This is an optimization exercise on Yosys and OpenROAD, whose aim is small area, a short achievable clock period and few clock cycles per item, not a production implementation. At most, simulation tests tie the RTL to the original design; equivalence was not proved.

## umber
==> flow/design.v (excerpt) <==
module ex_stage_muldiv
#(
  parameter int unsigned XLEN    = 32,
  parameter int unsigned MUL_LAT = 2
) (
  input  logic            clk,
  input  logic            rst_n,
  input  logic [3:0]      ALUCode_ex,
  input  logic            ALUSrcA_ex,
  input  logic [1:0]      ALUSrcB_ex,
  input  logic [XLEN-1:0] Imm_ex,
  input  logic [XLEN-1:0] PC_ex,
  input  logic [4:0]      rs1Addr_ex,
  input  logic [4:0]      rs2Addr_ex,
  input  logic [XLEN-1:0] rs1Data_ex,
  input  logic [XLEN-1:0] rs2Data_ex,
  input  logic [XLEN-1:0] ALUResult_mem,
  input  logic [4:0]      rdAddr_mem,
  input  logic            RegWrite_mem,
  input  logic [XLEN-1:0] RegWriteData_wb,
  input  logic [4:0]      rdAddr_wb,
  input  logic            RegWrite_wb,
  input  logic            MdValid_ex,
  input  logic [2:0]      MdOp_ex,
  input  logic            Flush_ex,
  output logic [XLEN-1:0] ALUResult_ex,
  output logic [XLEN-1:0] MemWriteData_ex,
  output logic [XLEN-1:0] ALU_A,
  output logic [XLEN-1:0] ALU_B,
  output logic            Stall_ex,
  output logic            MdBusy
);
export LEC_CHECK = 0
export ABC_AREA = 1
export CAP_MARGIN = 20
export CORE_MARGIN = 2
export CORE_UTILIZATION = 40
export SETUP_SLACK_MARGIN = 4
export SLEW_MARGIN = 20
create_clock -name core_clock -period 16.0 [get_ports {clk}]
standard.sh (not shown) runs the stock make flow with config.mk's settings and CLKGATE_MAP_FILE= SYNTH_SCRIPT=/design/flow/synth_recipe.tcl, a recipe that flattens the netlist after the stock synthesis.
==> flow/flow/run.sh <==
#!/bin/bash
# The standard layout (standard.sh), except that the port buffers are plain buf_2 cells
# instead of the delay buffers buffer_ports picks by default. Every port still gets a buffer.
# make's full output goes to standard.log; ORFS's per-step logs stay under orfs/logs.
export BUFFER_PORTS_ARGS="-buffer_cell sky130_fd_sc_hd__buf_2"
bash standard.sh > standard.log 2>&1
### umber -> violet
# umber
export LEC_CHECK = 0
export ABC_AREA = 1
export CAP_MARGIN = 20
export CORE_MARGIN = 2
export CORE_UTILIZATION = 40
export SETUP_SLACK_MARGIN = 4
export SLEW_MARGIN = 20
create_clock -name core_clock -period 16.0 [get_ports {clk}]
# violet
export LEC_CHECK = 0
export ABC_AREA = 1
export CAP_MARGIN = 20
export CORE_MARGIN = 2
export CORE_UTILIZATION = 40
export SETUP_SLACK_MARGIN = 4.5
export SLEW_MARGIN = 20
create_clock -name core_clock -period 16.0 [get_ports {clk}]
==> comparison <==
No run of this note included a check of the RTL's function; only the layout flow was run.

== run 1 ==
Another version of the RTL of ex_stage_muldiv (not shown whole).
For scale: roughly 5,500 cells after synthesis.
clock: 16.0 ns
lec_check: 0
abc_area: 1
cap_margin: 20
core_margin: 2
core_utilization: 40
setup_slack_margin: 4
slew_margin: 20
run.sh (not shown) runs the stock make flow with config.mk's settings and CLKGATE_MAP_FILE= SYNTH_SCRIPT=/design/flow/synth_recipe.tcl, a recipe that flattens the netlist after the stock synthesis.
Stock flow here: none of the scripts above is used.
Run 1 closes out successfully: all stages finished, all timing, DRC and antenna checks passed.
Input-level comparison between run 2 and run 1:
- changing CORE_UTILIZATION from 40 to 60
- changing SETUP_SLACK_MARGIN from 4 to 5
When run 2 is set beside run 1, its starting density of the core turns out to be 20 points larger. Looking at the logs for run 2 and run 1, the single run that did not finish was run 2. Run 2 against run 1: post-cts gate resize count grew by 110%; buffers inserted during post-CTS setup optimization moved up; post-synth net total did not really move; worst setup slack before clock tree synthesis up 0.19 ns.
Here is what was changed in the inputs of run 3 compared with run 2.
- CORE_UTILIZATION now 70, was 60
- PLACE_DENSITY now 0.8, previously not set
==> notes.md <==
Run 3 never completed, since it errored out during global routing. Reported for run 2 and run 3, clock sink count turned out identical to the last digit. As far as flop and latch count out of synthesis goes, run 3 and run 2 are indistinguishable; the numbers are identical. Relative to run 2, pre-CTS setup slack has gone down in run 3. Diff run 2 -> run 3: die extent in x lower, overall die height went down, setup fix buffers added after clock tree synthesis increased 23, number of gates resized after CTS down 1.8%. Re xor/xnor cell area share of the yosys netlist: no difference whatsoever between run 2 and run 3.
No functional check of the RTL was part of any run of this note.

Another version of the RTL of ex_stage_muldiv (not shown whole).
Size: ~5800 cells after synthesis, about 360 I/O pins, ~38000 um2 of cells after synthesis.
Settings: LEC_CHECK=0, ABC_AREA=1, CAP_MARGIN=20, CORE_MARGIN=2, CORE_UTILIZATION=40, SETUP_SLACK_MARGIN=4, SLEW_MARGIN=20, TNS_END_PERCENT=0; clock period 16.0 ns.
standard.sh (not shown) runs the stock make flow with config.mk's settings and CLKGATE_MAP_FILE= SYNTH_SCRIPT=/design/flow/synth_recipe.tcl, a recipe that flattens the netlist after the stock synthesis.
==> flow/flow/run.sh <==
#!/bin/bash
# The standard layout (standard.sh), except that the port buffers are plain buf_2 cells
# instead of the delay buffers buffer_ports picks by default (every port still gets a buffer),
# and that timing is not repaired again after global routing.
# make's full output goes to standard.log; ORFS's per-step logs stay under orfs/logs.
export BUFFER_PORTS_ARGS="-buffer_cell sky130_fd_sc_hd__buf_2"
export SKIP_INCREMENTAL_REPAIR=1
bash standard.sh > standard.log 2>&1
The baseline finished with timing, DRC and antenna clean.
Testbench counts at the start, summed over its fixed seeds: cycles 23,621, instrs 12,000.
==> next run, changes <==
--- a/flow/flow/run.sh
+++ b/flow/flow/run.sh
@@ -3,2 +3 @@
-# instead of the delay buffers buffer_ports picks by default (every port still gets a buffer),
-# and that timing is not repaired again after global routing.
+# instead of the delay buffers buffer_ports picks by default. Every port still gets a buffer.
@@ -7 +5,0 @@
-export SKIP_INCREMENTAL_REPAIR=1
Settings changed: CORE_UTILIZATION 40 to 50, TNS_END_PERCENT 0 to unset.
Critical path depth decreases by 3.
Area after synthesis stays the same.
Design area is higher by 0.80%.
Via count came out higher by 1.4%.
Global-route usage goes up by 8.5 points.
Maximum frequency goes up by about 4.3%.
Wire length shrinks by about 3.5%.
==> next run, changes <==
Settings changed: ABC_AREA 1 to 0, CORE_UTILIZATION 50 to 40.
The new run completed with no timing, DRC or antenna violations.
Sequential share of layout area falls by 1.2 points.
Routed wire length came out higher by 37%.
Clock-buffer cell count went up by 4.
Register-to-register slack degrades by 0.19 ns.
Setup slack degrades by 0.17 ns.
Non-clock buffer count went up by 203.
Fmax decreases by 1.4%.
Clock skew climbs by 0.0047 ns.
==> next run, changes <==
Settings changed: ABC_AREA 0 to 1, SETUP_SLACK_MARGIN 4 to 5, TNS_END_PERCENT set to 0.
Maximum frequency grows by 7.9%.
Non-clock buffer count drops by 9.
Final cell count decreases by 8.6%.
Global-route usage rises by 0.32 points.
Design area drops by 13%.
Synthesized area falls by 19%.
Sequential share of layout area rose by 0.70 points.
Clock skew came out lower by 0.0043 ns.
Via count fell by about 20%.
==> next run, changes <==
Settings changed: SETUP_SLACK_MARGIN 5 to 4.5.
What happened:
- synthesized cell count is unchanged
- final area drops by 5.1%
- synthesized area is unchanged
- utilization shrinks by 2.5 points
- routed wire length shrinks by 3.0%
- die area does not change
- critical path depth rises by 1
- setup slack got worse by 0.33 ns
- count of clock-buffer cells in the layout does not change
- sequential cell count stays the same
- global-route usage drops by 1.7 points

## static timing again, ports no longer ideal
Ports are ideal in the flow. The routed layouts listed here were re-timed in OpenROAD. Step 1 sets driving cells, clkbuf_16 on the clock port and buf_2 on the other inputs (assumed; they add their load-dependent delay and slew). Step 2, shift: input delay + t, output delay - t, t = (earliest + latest rising clock arrival at the registers) / 2. This alone moves slack from input paths to output paths. Three values: no drivers, after step 1, after step 2; two values: the first two.
| run | shift t [ns] | setup WS [ns] | worst hold slack (ns) |
|---|---|---|---|
| umber | 0.514 | 4.058 / 3.997 / 4.146 | 0.597 / 0.597 / 0.597 |
| violet | 0.508 | 4.469 / 4.438 / 4.438 | 0.599 / 0.599 / 0.599 |
| run 1 | 0.514 | 4.061 / 4.037 / 4.037 | 0.637 / 0.637 / 0.637 |
| the first run of note 3 | 0.502 | 3.546 / 3.511 / 3.524 | 0.495 / 0.495 / 0.495 |
| the second run of note 3 | 0.509 | 4.063 / 4.026 / 4.038 | 0.498 / 0.498 / 0.498 |
| the third run of note 3 | 0.509 | 3.891 / 3.822 / 3.895 | 0.473 / 0.473 / 0.473 |
| the fourth run of note 3 | 0.514 | 4.778 / 4.712 / 4.755 | 0.493 / 0.493 / 0.493 |
| the fifth run of note 3 | 0.510 | 4.449 / 4.385 / 4.488 | 0.496 / 0.496 / 0.496 |
After both steps every run listed still meets setup and hold. The setup slack of violet, which loses most, moves by -0.031 ns with the drivers and by -0.031 ns with both steps.
